Background: an optimization exercise with open tools, aiming at small area. Do not read the settings as production practice. RTL that was checked went through simulation tests only; none was proved equivalent to the original. No activity file was given, so power comes from the tool's default toggle rates.

Design game_core, start of the top module:
module game_core (
    input  wire                   CLK_Scan,
    input  wire                   rst_n,
    input  wire                   start,
    input  wire [3:0]             btn,
    output wire [21:0]            jet_pos,
    output wire [21:0]            enemy_pos,
    output wire [7:0]             jet_life,
    output wire [7:0]             enemy_life,
    output wire                   over,
    output wire                   result
);
    logic [9:0] jt, jl, el;
    logic [7:0] et;
    logic       mv_dn, mv_up;
    logic [7:0] et_nx;
    logic [2:0] enemy_hits;     
    logic [9:0] jet_hits;     
    logic [4:0] jlife;
    assign jet_pos   = {1'b0, jt, 1'b0, jl};
    assign enemy_pos = {3'b000, et, 1'b0, el};
    assign jet_life  = {3'b000, jlife};
    jet_motion u_jet (
        .CLK_Scan (CLK_Scan),
        .rst_n    (rst_n),
        .start    (start),
        .btn      (btn),
        .jt       (jt),
        .jl       (jl)
    );
    enemy_motion u_enemy (
        .CLK_Scan (CLK_Scan),
        .rst_n    (rst_n),
        .start    (start),
        .et       (et),
        .el       (el),
        .mv_dn    (mv_dn),
        .mv_up    (mv_up),
        .et_nx    (et_nx)
    );
    shot_volley u_volley (
        .CLK_Scan   (CLK_Scan),
        .rst_n      (rst_n),
        .start      (start),
        .jt         (jt),
        .jl         (jl),
        .el         (el),
        .et_nx      (et_nx),
  ...
For scale: about 2,400 cells after synthesis, ~350 flip-flops, ~69 I/O pins.
==> flow/config.mk <==
export PLATFORM = sky130hd
export DESIGN_NAME = game_core
export DESIGN_NICKNAME = game_core
export VERILOG_FILES = /design/flow/design.v
export SDC_FILE = /design/flow/constraint.sdc
export NUM_CORES = 4
export LEC_CHECK = 0
export ABC_AREA = 1
export CAP_MARGIN = 0
export CORE_MARGIN = 2
export CORE_UTILIZATION = 65
export SLEW_MARGIN = 0
==> flow/constraint.sdc <==
create_clock -name core_clock -period 7.5 [get_ports {CLK_Scan}]
set_input_delay 1.5000 -clock core_clock [delete_from_list [all_inputs] [get_ports {CLK_Scan}]]
set_output_delay 1.5000 -clock core_clock [all_outputs]
set_load 0.01 [all_outputs]
standard.sh (not shown) runs the stock make flow with config.mk's settings and CLKGATE_MAP_FILE= SYNTH_SCRIPT=/design/flow/synth_recipe.tcl, a recipe that flattens the netlist after the stock synthesis.
==> flow/flow/run.sh <==
#!/bin/bash
# Own layout flow: the standard flow (standard.sh) with these changes:
# - synthesis: the standard script (synth_recipe.tcl: same passes, flattening, renaming and
#   registers), except that Yosys does not lock adders into full/half-adder cells before
#   ABC (ADDER_MAP_FILE empty) and ABC maps with flow/abc_area.script;
# - port buffers are the smallest buffer, buf_1;
# - clock tree: larger sink clusters and no dummy loads;

# Each make run logs to its own file here; ORFS's step logs are under orfs/logs.
set -euo pipefail
W=$(pwd)
rm -rf "$W/scripts_abc"
cp -r "$FLOW_HOME/scripts" "$W/scripts_abc"
cp "$W/flow/abc_area.script" "$W/scripts_abc/abc_area.script"
bash standard.sh SCRIPTS_DIR="$W/scripts_abc" ADDER_MAP_FILE= synth > "$W/make_synth.log" 2>&1
bash standard.sh \
  "BUFFER_PORTS_ARGS=-buffer_cell sky130_fd_sc_hd__buf_1" \
  "CTS_ARGS=-sink_clustering_enable -repair_clock_nets -sink_clustering_size 28 -sink_clustering_max_diameter 80 -dont_use_dummy_load" \
  > "$W/make_layout.log" 2>&1
==> flow/flow/abc_area.script <==
strash
&get -n
&fraig -x
&put
scorr
dc2
strash
&get -n
&dch -f
&nf {D}
&put
buffer -c
topo
stime -c
dnsize -c
Change:
--- a/flow/design.v
+++ b/flow/design.v
@@ -297,38 +297,38 @@
 `default_nettype wire
 `timescale 1ns/1ps
 `default_nettype none
 module enemy_barrage (
     input  wire             CLK_Scan,
     input  wire             rst_n,
     input  wire             start,
     input  wire [7:0]       et,
     input  wire [9:0]       el,
     input  wire [9:0]       jt,
     input  wire [9:0]       jl,
-    output logic [9:0]      jet_hits     
+    output logic [3:0]      jet_hits
 );
     logic [9:0]         c;
     logic [2:0]         pat;
     logic               stream;
     logic               pat_end;
     logic [4:0][8:0]    top;     
     logic [4:0][9:0]    lft;
     logic [8:0]         live;
     logic [4:0]         s_spawn;
     logic               p_spawn;
     logic [4:0]         load;
     logic [8:0]         hit;
     logic [4:0]         gone;
     logic [8:0]         nlive;
-    logic [9:0]         hit_sum;
+    logic [3:0]         hit_sum;
     logic [11:0]        vlo, vhi, hlo, hhi;
     logic [11:0]        pm, qq;
     logic [11:0]        m1, m2, m3, m4;
     logic [11:0]        c_inc;
     assign stream  = pat < 3'd2;
     assign pat_end = stream ? (c == 10'd750) : (c == 10'd249);
     assign p_spawn = !stream && c == 10'd1023;
     assign c_inc   = game_pkg::add(12'(c), 12'd0, 1'b1);
     always_comb
     begin
         for (int i = 0; i < 5; i++)
@@ -388,23 +388,35 @@
             end
         end
         for (int j = 0; j < 5; j++)
         begin
             if (stream)
                 hit[j] = live[j] && !pat_end && vok[j] && vup[j] && hin[j];
             else
                 hit[j] = live[j] && !pat_end && vin0 && hp[j];
         end
         for (int j = 5; j < 9; j++)
             hit[j] = live[j] && !pat_end && vin0 && hp[j];
-        hit_sum = {hit[0] && !stream, hit};
+        begin
+            logic [1:0] a0, a1, a2, a3, a4, a5, a6;
+            logic       b0;
+            a0 = game_pkg::fa(hit[0], hit[1], hit[2]);
+            a1 = game_pkg::fa(hit[3], hit[4], hit[5]);
+            a2 = game_pkg::fa(hit[6], hit[7], hit[8]);
+            a3 = game_pkg::fa(a0[0], a1[0], a2[0]);
+            b0 = a3[0] ^ (hit[0] && !stream);
+            a4 = game_pkg::fa(a0[1], a1[1], a2[1]);
+            a5 = game_pkg::fa(a4[0], a3[1], a3[0] && hit[0] && !stream);
+            a6 = {a4[1] && a5[1], a4[1] ^ a5[1]};
+            hit_sum = {a6, a5[0], b0};
+        end
         for (int j = 0; j < 5; j++)
             nlive[j] = stream ? (s_spawn[j] || (live[j] && !hit[j] && !gone[j]))
                               : (p_spawn || (live[j] && !hit[j] && !gone[0]));
         for (int j = 5; j < 9; j++)
             nlive[j] = !stream && (p_spawn || (live[j] && !hit[j] && !gone[0]));
     end
     always_ff @(posedge CLK_Scan)
     begin
         if (!rst_n || start)
         begin
             c        <= '0;
@@ -455,44 +467,30 @@
         end
     end
 endmodule
 `default_nettype wire
 `timescale 1ns/1ps
 `default_nettype none
 module life_tracker (
     input  wire             CLK_Scan,
     input  wire             rst_n,
     input  wire             start,
     input  wire [2:0]       enemy_hits,
-    input  wire [9:0]       jet_hits,     
+    input  wire [3:0]       jet_hits,
     output logic [4:0]      jet_life,
     output logic [7:0]      enemy_life,
     output logic            over,
     output logic            result     
 );
     logic [11:0] jd, ed;
-    logic [3:0]  jet_hit_cnt;
-    always_comb
-    begin
-        logic [1:0] a0, a1, a2, a3, a4, a5;
-        logic       b0;
-        a0 = game_pkg::fa(jet_hits[0], jet_hits[1], jet_hits[2]);
-        a1 = game_pkg::fa(jet_hits[3], jet_hits[4], jet_hits[5]);
-        a2 = game_pkg::fa(jet_hits[6], jet_hits[7], jet_hits[8]);
-        a3 = game_pkg::fa(a0[0], a1[0], a2[0]);
-        b0 = a3[0] ^ jet_hits[9];
-        a4 = game_pkg::fa(a0[1], a1[1], a2[1]);
-        a5 = game_pkg::fa(a4[0], a3[1], a3[0] && jet_hits[9]);
-        jet_hit_cnt = {a4[1] && a5[1], a4[1] ^ a5[1], a5[0], b0};
-    end
-    assign jd = game_pkg::sub(12'(jet_life), 12'(jet_hit_cnt));
+    assign jd = game_pkg::sub(12'(jet_life), 12'(jet_hits));
     assign ed = game_pkg::sub(12'(enemy_life), 12'(enemy_hits));
     always_ff @(posedge CLK_Scan)
     begin
         if (!rst_n || start)
         begin
             jet_life   <= game_pkg::JET_LIFE_FULL;
             enemy_life <= game_pkg::EN_LIFE_FULL;
             over       <= 1'b0;
             result     <= 1'b0;
         end
         else
@@ -520,23 +518,23 @@
     output wire [21:0]            enemy_pos,
     output wire [7:0]             jet_life,
     output wire [7:0]             enemy_life,
     output wire                   over,
     output wire                   result
 );
     logic [9:0] jt, jl, el;
     logic [7:0] et;
     logic       mv_dn, mv_up;
     logic [7:0] et_nx;
     logic [2:0] enemy_hits;     
-    logic [9:0] jet_hits;     
+    logic [3:0] jet_hits;
     logic [4:0] jlife;
     assign jet_pos   = {1'b0, jt, 1'b0, jl};
     assign enemy_pos = {3'b000, et, 1'b0, el};
     assign jet_life  = {3'b000, jlife};
     jet_motion u_jet (
         .CLK_Scan (CLK_Scan),
         .rst_n    (rst_n),
         .start    (start),
         .btn      (btn),
         .jt       (jt),
         .jl       (jl)
Result:
- The changed run passed the timing, design-rule and antenna checks
- worst hold slack gets better by 0.028 ns
- final cell count is about the same
- area after synthesis decreases slightly
- power increases slightly
- maximum frequency decreases by a few percent
- sequential share of layout area decreases by 0.41 points
- routed wire length decreases by a few percent
- via count decreases slightly
- core utilization is about the same
- combinational power increases by a few percent
For the first run of this note, only the layout was checked, not whether the RTL still works.

afterwards: timing with drivers on the ports:
The flow's constraints put no driver on any port. The routed layouts listed below were extracted and timed again, unchanged, in two steps.
Step 1 sets driving cells, clkbuf_16 on the clock port and buf_2 on the other inputs (assumed; they add their load-dependent delay and slew).
Step 2 adds t to the input delays and takes it off the output delays; t is the mean of the earliest and latest rising clock arrival at the registers after step 1. Input paths then give back, and output paths get back, about the clock's delay inside the block.
Slacks: ideal / step 1 / step 2; pairs: ideal / step 1.
| run | t (ns) | setup WS [ns] | worst setup path at the end | worst data-port slew with drivers (ns) | cell pins on the clock port's net |
|---|---|---|---|---|---|
| the first run | 0.556 | 0.624 / 0.624 / 0.624 | register to register | 0.03 | 1 |
| the second run | 0.565 | 0.315 / 0.315 / 0.315 | register to register | 0.03 | 1 |
After both steps setup and hold are still met in every run listed.
